This is an optimization exercise on Yosys and OpenROAD, whose aim is a short achievable clock period and few clock cycles per item, not a production implementation. Only simulation tests tie the RTL to the original design; equivalence was not proved. The clock input has no modelled driver; a real chip could not lean on it and would need a root buffer or a full tree. Power is estimated from default activity; no workload was simulated.

build 90:
## call_stack_exclusive_time
module call_stack_exclusive_time
#(
  parameter int MAX_FUNCS   = cset_pkg::DEF_MAX_FUNCS,
  parameter int STACK_DEPTH = cset_pkg::DEF_STACK_DEPTH
) (
  input  logic                   clk_i,
  input  logic                   rst_ni,
  input  logic                   cfg_we_i,
  input  logic [cset_pkg::CNT_WIDTH-1:0]   cfg_wdata_i,     
  input  logic                   s_axis_tvalid,
  output logic                   s_axis_tready,
  input  logic [cset_pkg::TDATA_WIDTH-1:0] s_axis_tdata,    
  input  logic [0:0]             s_axis_tuser,    
  output logic                   m_axis_tvalid,
  input  logic                   m_axis_tready,
  output logic [cset_pkg::TDATA_WIDTH-1:0] m_axis_tdata,    
  output logic [1:0]             m_axis_tuser     
);
  logic                        accept;
  logic                        acc, drop, res_valid;
  cset_pkg::result_t           res, out;
  cset_ctrl u_ctrl (
    .clk_i       (clk_i),
    .rst_ni      (rst_ni),
    .in_valid_i  (s_axis_tvalid),
    .in_ready_o  (s_axis_tready),
    .in_accept_o (accept),
    .acc_i       (acc),
    .drop_i      (drop),
    .res_valid_i (res_valid),
    .res_i       (res),
    .out_valid_o (m_axis_tvalid),
    .out_ready_i (m_axis_tready),
    .out_o       (out)
  );
  cset_dpath #(
    .MAX_FUNCS   (MAX_FUNCS),
    .STACK_DEPTH (STACK_DEPTH)
  ) u_dpath (
    .clk_i       (clk_i),
    .rst_ni      (rst_ni),
    .cfg_we_i    (cfg_we_i),
    .cfg_wdata_i (cfg_wdata_i),
    .in_accept_i (accept),
    .in_kind_i   (s_axis_tuser[0]),
    .in_func_i   (s_axis_tdata[cset_pkg::ID_WIDTH-1:0]),
    .in_time_i   (s_axis_tdata[cset_pkg::ID_WIDTH+cset_pkg::TIME_WIDTH-1:cset_pkg::ID_WIDTH]),
    .acc_o       (acc),
    .drop_o      (drop),
    .res_valid_o (res_valid),
    .res_o       (res)
  );
  ...
export LEC_CHECK = 0
export CAP_MARGIN = 20
export CORE_MARGIN = 2
export CORE_UTILIZATION = 65
export PLACE_DENSITY = 0.75
export SLEW_MARGIN = 60
create_clock -name core_clock -period 10.0 [get_ports {clk_i}]
standard.sh (not shown) runs the stock make flow with config.mk's settings and CLKGATE_MAP_FILE= SYNTH_SCRIPT=/design/flow/synth_recipe.tcl, a recipe that flattens the netlist after the stock synthesis.
==> flow/flow/run.sh <==
#!/bin/bash
# The standard layout with two changes:
# - the clock tree is built by flow/mytree.tcl (a balanced tree from a recursive bisection
#   of the registers' positions, three buffer levels) instead of TritonCTS;
# - the resizer may swap cells of different footprints (MATCH_CELL_FOOTPRINT=0);
# - the timing repair steps aim for more setup slack than the 10 ns clock needs, so that
#   they size and buffer the design towards a shorter period.
# The constraints (constraint.sdc) are the design's, unchanged.
set -euo pipefail
W=$(pwd)
export CT_LEVELS="2 5 9"
bash standard.sh SETUP_SLACK_MARGIN=6.8 MATCH_CELL_FOOTPRINT=0 PRE_CTS_TCL="$W/flow/pre_cts.tcl" finish > standard_flow.log 2>&1
==> flow/flow/mytree.tcl <==
# Clock tree built by recursive bisection of the registers' positions.
# The clock port drives a few root buffers; every level below splits its registers into two
# halves of equal count along the longer side of their bounding box, and buffers sit at the
# centre of the registers they serve. Every register gets the same number of buffers
# between it and the port.
#   CT_LEVELS: bisection depths at which buffers sit, e.g. {2 5 9}: 4 roots at depth 2,
#   a buffer per depth-5 group, a leaf buffer per depth-9 group.
set ::ct_buf   [expr {[info exists ::env(CT_BUF)] ? $::env(CT_BUF) : "sky130_fd_sc_hd__clkbuf_16"}]
set ::ct_levels [expr {[info exists ::env(CT_LEVELS)] ? $::env(CT_LEVELS) : {2 5 9}}]

set ::ct_db     [ord::get_db]
set ::ct_block  [ord::get_db_block]
set ::ct_master [$::ct_db findMaster $::ct_buf]
set ::ct_clk    [$::ct_block findNet clk_i]
set ::ct_count  0

# sinks: {x y iterm}
set ::ct_sinks {}
foreach it [$::ct_clk getITerms] {
  set inst [$it getInst]
  set bb [$inst getBBox]
  set x [expr {([$bb xMin] + [$bb xMax]) / 2}]
  set y [expr {([$bb yMin] + [$bb yMax]) / 2}]
  lappend ::ct_sinks [list $x $y $it]
}
puts "mytree: [llength $::ct_sinks] clock sinks"

proc ct_split {items} {
  set xs [lmap i $items {lindex $i 0}]
  set ys [lmap i $items {lindex $i 1}]
  set dx [expr {[tcl::mathfunc::max {*}$xs] - [tcl::mathfunc::min {*}$xs]}]
  set dy [expr {[tcl::mathfunc::max {*}$ys] - [tcl::mathfunc::min {*}$ys]}]
  set k [expr {$dx >= $dy ? 0 : 1}]
  set sorted [lsort -integer -index $k $items]
  set h [expr {[llength $sorted] / 2}]
  return [list [lrange $sorted 0 [expr {$h - 1}]] [lrange $sorted $h end]]
}

# build the subtree for items at bisection depth d; returns {x y iterm} of its input pin,
# or the items themselves (a list of such triples) when no buffer sits at this depth
proc ct_build {items d} {
  set last [lindex $::ct_levels end]
  if {$d == $last || [llength $items] <= 1} {
    set kids $items
  } else {
    lassign [ct_split $items] a b
    set kids [concat [ct_build $a [expr {$d + 1}]] [ct_build $b [expr {$d + 1}]]]
  }
  if {[lsearch -exact $::ct_levels $d] >= 0} {
    return [list [ct_buffer $kids]]
  }
  return $kids
}

proc ct_buffer {kids} {
  set sx 0; set sy 0
  foreach k $kids { set sx [expr {$sx + [lindex $k 0]}]; set sy [expr {$sy + [lindex $k 1]}] }
  set n [llength $kids]
  set x [expr {$sx / $n}]
  set y [expr {$sy / $n}]
  set name "ctbuf_$::ct_count"
  set net [odb::dbNet_create $::ct_block "ctnet_$::ct_count"]
  $net setSigType CLOCK
  incr ::ct_count
  set inst [odb::dbInst_create $::ct_block $::ct_master $name]
  set w [[$inst getMaster] getWidth]
  set h [[$inst getMaster] getHeight]
  $inst setLocation [expr {$x - $w / 2}] [expr {$y - $h / 2}]
  $inst setPlacementStatus PLACED
  foreach k $kids {
    set it [lindex $k 2]
    $it disconnect
    $it connect $net
  }
  $inst setSourceType TIMING
  [$inst findITerm X] connect $net
  return [list $x $y [$inst findITerm A]]
}

set ::ct_top [ct_build $::ct_sinks 0]
foreach k $::ct_top {
  set it [lindex $k 2]
  $it connect $::ct_clk
}
puts "mytree: $::ct_count buffers, [llength $::ct_top] driven by the clock port"
==> flow/flow/pre_cts.tcl <==
# Runs before ORFS's CTS step: builds the clock tree (mytree.tcl) and turns the step's own
# clock_tree_synthesis call into marking the clock as propagated, which is what that call
# leaves behind. The rest of the CTS step (legalization, timing repair) runs as usual.
source [file join [file dirname [info script]] mytree.tcl]
rename clock_tree_synthesis orfs_clock_tree_synthesis
proc clock_tree_synthesis {args} {
  puts "clock tree built by mytree.tcl; not running clock_tree_synthesis $args"
  set_propagated_clock [all_clocks]
}
Testbench counts of build 90, summed over its fixed seeds: cycles 19,370, items 19,314.
Changes in build 87 relative to build 90:
diff --git a/flow/flow/run.sh b/flow/flow/run.sh
--- a/flow/flow/run.sh
+++ b/flow/flow/run.sh
@@ -9,4 +9,4 @@
 set -euo pipefail
 W=$(pwd)
-export CT_LEVELS="2 5 9"
+export CT_LEVELS="2 5 8"
 bash standard.sh SETUP_SLACK_MARGIN=6.8 MATCH_CELL_FOOTPRINT=0 PRE_CTS_TCL="$W/flow/pre_cts.tcl" finish > standard_flow.log 2>&1
[summary]
Build 87 vs build 90, launching instance or port of the critical path: u_ctrl.out_q[36]$_DFF_P_ vs u_ctrl.out_q[37]$_DFF_P_. For the power, build 87 came in about 8% lower than build 90 did. Violation count after the first detailed-routing iteration: build 87 worse than build 90. Fmax | build 87 vs build 90 | build 87 slower.
Input-level comparison between build 84 and build 87:
==> flow/flow/run.sh <==
#!/bin/bash
# The standard layout with these changes:
# - the clock tree is built by flow/mytree.tcl (a balanced tree from a recursive bisection
#   of the registers' positions, three buffer levels) instead of TritonCTS;
# - each output port's buffer is placed next to the register that drives it
#   (flow/outbuf.tcl, run with the clock tree before the CTS step);
# - the resizer may swap cells of different footprints (MATCH_CELL_FOOTPRINT=0);
# - the timing repair steps aim for more setup slack than the 10 ns clock needs, so that
#   they size and buffer the design towards a shorter period.
# The constraints (constraint.sdc) are the design's, unchanged.
set -euo pipefail
W=$(pwd)
export CT_LEVELS="2 5 9"
bash standard.sh SETUP_SLACK_MARGIN=7.0 MATCH_CELL_FOOTPRINT=0 PRE_CTS_TCL="$W/flow/pre_cts.tcl" finish > standard_flow.log 2>&1
==> flow/flow/outbuf.tcl (new file) <==
# Moves each output port's buffer next to the register that drives it, so that the
# register sees a short wire and the buffer drives the long one to the pin.
set ::ob_block [ord::get_db_block]
set ::ob_moved 0
foreach bt [$::ob_block getBTerms] {
  if {[$bt getIoType] ne "OUTPUT"} continue
  set net [$bt getNet]
  if {$net eq "NULL"} continue
  foreach it [$net getITerms] {
    if {![$it isOutputSignal]} continue
    set buf [$it getInst]
    set a [$buf findITerm A]
    if {$a eq "NULL" || [$a getNet] eq "NULL"} continue
    foreach it2 [[$a getNet] getITerms] {
      if {![$it2 isOutputSignal]} continue
      set ff [$it2 getInst]
      if {![string match "*__df*" [[$ff getMaster] getName]]} continue
      lassign [$ff getLocation] fx fy
      set fw [[$ff getMaster] getWidth]
      $buf setLocation [expr {$fx + $fw}] $fy
      incr ::ob_moved
    }
  }
}
puts "outbuf: moved $::ob_moved output buffers next to their registers"
==> flow/flow/pre_cts.tcl <==
# Runs before ORFS's CTS step: moves each output port's buffer next to the register driving
# it (outbuf.tcl), builds the clock tree (mytree.tcl) and turns the step's own
# clock_tree_synthesis call into marking the clock as propagated, which is what that call
# leaves behind. The rest of the CTS step (legalization, timing repair) runs as usual.
source [file join [file dirname [info script]] outbuf.tcl]
source [file join [file dirname [info script]] mytree.tcl]
rename clock_tree_synthesis orfs_clock_tree_synthesis
proc clock_tree_synthesis {args} {
  puts "clock tree built by mytree.tcl; not running clock_tree_synthesis $args"
  set_propagated_clock [all_clocks]
}
Results
Compared build 84 against build 87; synthesized cell count within noise.
Between build 84 and build 87, it is build 84 whose global-route usage is higher, by 0.50 points.
Build 84 completed end to end with timing, DRC and antenna clean.
Combinational power (build 87 / build 84): 0.914
On build 84: clock-pin slew of the registers on the worst-case setup and hold paths is 50 ps lower than what build 87 gave.
Build 84 against build 87: period utilization saw a decrease, sequential cell count level, routed via count has increased.
[diff] slack of the critical path, build 84 relative to build 87: improvement
Build 84 against build 87: footprint of the multi-input gates rose 0.56%; sequential share of cell area saw a decrease.
--- input diff build 84..build 44 ---
diff --git a/flow/flow/run.sh b/flow/flow/run.sh
--- a/flow/flow/run.sh
+++ b/flow/flow/run.sh
@@ -2,5 +2,5 @@
 # The standard layout with these changes:
 # - the clock tree is built by flow/mytree.tcl (a balanced tree from a recursive bisection
-#   of the registers' positions, three buffer levels) instead of TritonCTS;
+#   of the registers' positions, three buffer levels, clkbuf_8 at the leaves) instead of TritonCTS;
 # - each output port's buffer is placed next to the register that drives it
 #   (flow/outbuf.tcl, run with the clock tree before the CTS step);
@@ -12,3 +12,4 @@
 W=$(pwd)
 export CT_LEVELS="2 5 9"
+export CT_BUFS="sky130_fd_sc_hd__clkbuf_16 sky130_fd_sc_hd__clkbuf_16 sky130_fd_sc_hd__clkbuf_8"
 bash standard.sh SETUP_SLACK_MARGIN=7.0 MATCH_CELL_FOOTPRINT=0 PRE_CTS_TCL="$W/flow/pre_cts.tcl" finish > standard_flow.log 2>&1
diff --git a/flow/flow/mytree.tcl b/flow/flow/mytree.tcl
--- a/flow/flow/mytree.tcl
+++ b/flow/flow/mytree.tcl
@@ -12,4 +12,6 @@
 set ::ct_block  [ord::get_db_block]
 set ::ct_master [$::ct_db findMaster $::ct_buf]
+# optional buffer cell per level, in the order of CT_LEVELS
+set ::ct_bufs [expr {[info exists ::env(CT_BUFS)] ? $::env(CT_BUFS) : {}}]
 set ::ct_clk    [$::ct_block findNet clk_i]
 set ::ct_count  0
@@ -48,10 +50,13 @@
   }
   if {[lsearch -exact $::ct_levels $d] >= 0} {
-    return [list [ct_buffer $kids]]
+    set m $::ct_master
+    set li [lsearch -exact $::ct_levels $d]
+    if {[llength $::ct_bufs] > $li} { set m [$::ct_db findMaster [lindex $::ct_bufs $li]] }
+    return [list [ct_buffer $kids $m]]
   }
   return $kids
 }
 
-proc ct_buffer {kids} {
+proc ct_buffer {kids master} {
   set sx 0; set sy 0
   foreach k $kids { set sx [expr {$sx + [lindex $k 0]}]; set sy [expr {$sy + [lindex $k 1]}] }
@@ -63,5 +68,5 @@
   $net setSigType CLOCK
   incr ::ct_count
-  set inst [odb::dbInst_create $::ct_block $::ct_master $name]
+  set inst [odb::dbInst_create $::ct_block $master $name]
   set w [[$inst getMaster] getWidth]
   set h [[$inst getMaster] getHeight]
Findings:
- As far as delay of the slowest cell on the worst path is concerned, build 44 and build 84 perform about the same.
- Looking at total global routing track utilization, build 44 sits below build 84.
- Summary of the comparison: signed area change from the synthesized netlist to the final layout is lower in build 44, relative to build 84.
- Sequential share of layout area in build 44 vs build 84: up 1.2 points
- Any difference in maximum clock frequency between build 44 and build 84 is small enough to ignore.
- Wire length on build 44 is down relative to build 84.
- The estimated power of build 44 ends up lower than the estimate for build 84.
- Looking at maximum fanout encountered on the critical timing path, build 44 sits above build 84.
No run of this note takes its clock network from TritonCTS; it comes from the design's own scripts or RTL.

what the ideal ports hide:
The results above use ideal ports. As a check the final layouts listed here were re-extracted and re-timed, cells and wires unchanged. Step 1 (the two cells are an assumption about what drives the block):
set clk [get_ports {clk_i}]
set_driving_cell -lib_cell sky130_fd_sc_hd__clkbuf_16 $clk
set_driving_cell -lib_cell sky130_fd_sc_hd__buf_2 [delete_from_list [all_inputs] $clk]
Step 2 also shifts input and output timing later by t, the mid clock arrival at the registers, as if the neighbouring blocks saw the same clock. Slacks: ideal ports / drivers / drivers and shift; pairs: ideal ports / drivers.
| run | shift t [ns] | slack for setup (ns) | worst setup path at the end |
|---|---|---|---|
| build 90 | 1.050 | 6.664 / 6.398 / 6.059 | input to register |
| build 87 | 0.992 | 6.636 / 6.427 / 6.114 | input to register |
| build 84 | 1.042 | 6.685 / 6.434 / 6.223 | input to register |
| build 44 | 0.993 | 6.683 / 6.466 / 6.222 | input to register |
After both steps setup and hold are still met in every run listed. For build 90, which loses most, drivers alone change the setup slack by -0.266 ns; drivers and shift together by -0.605 ns.
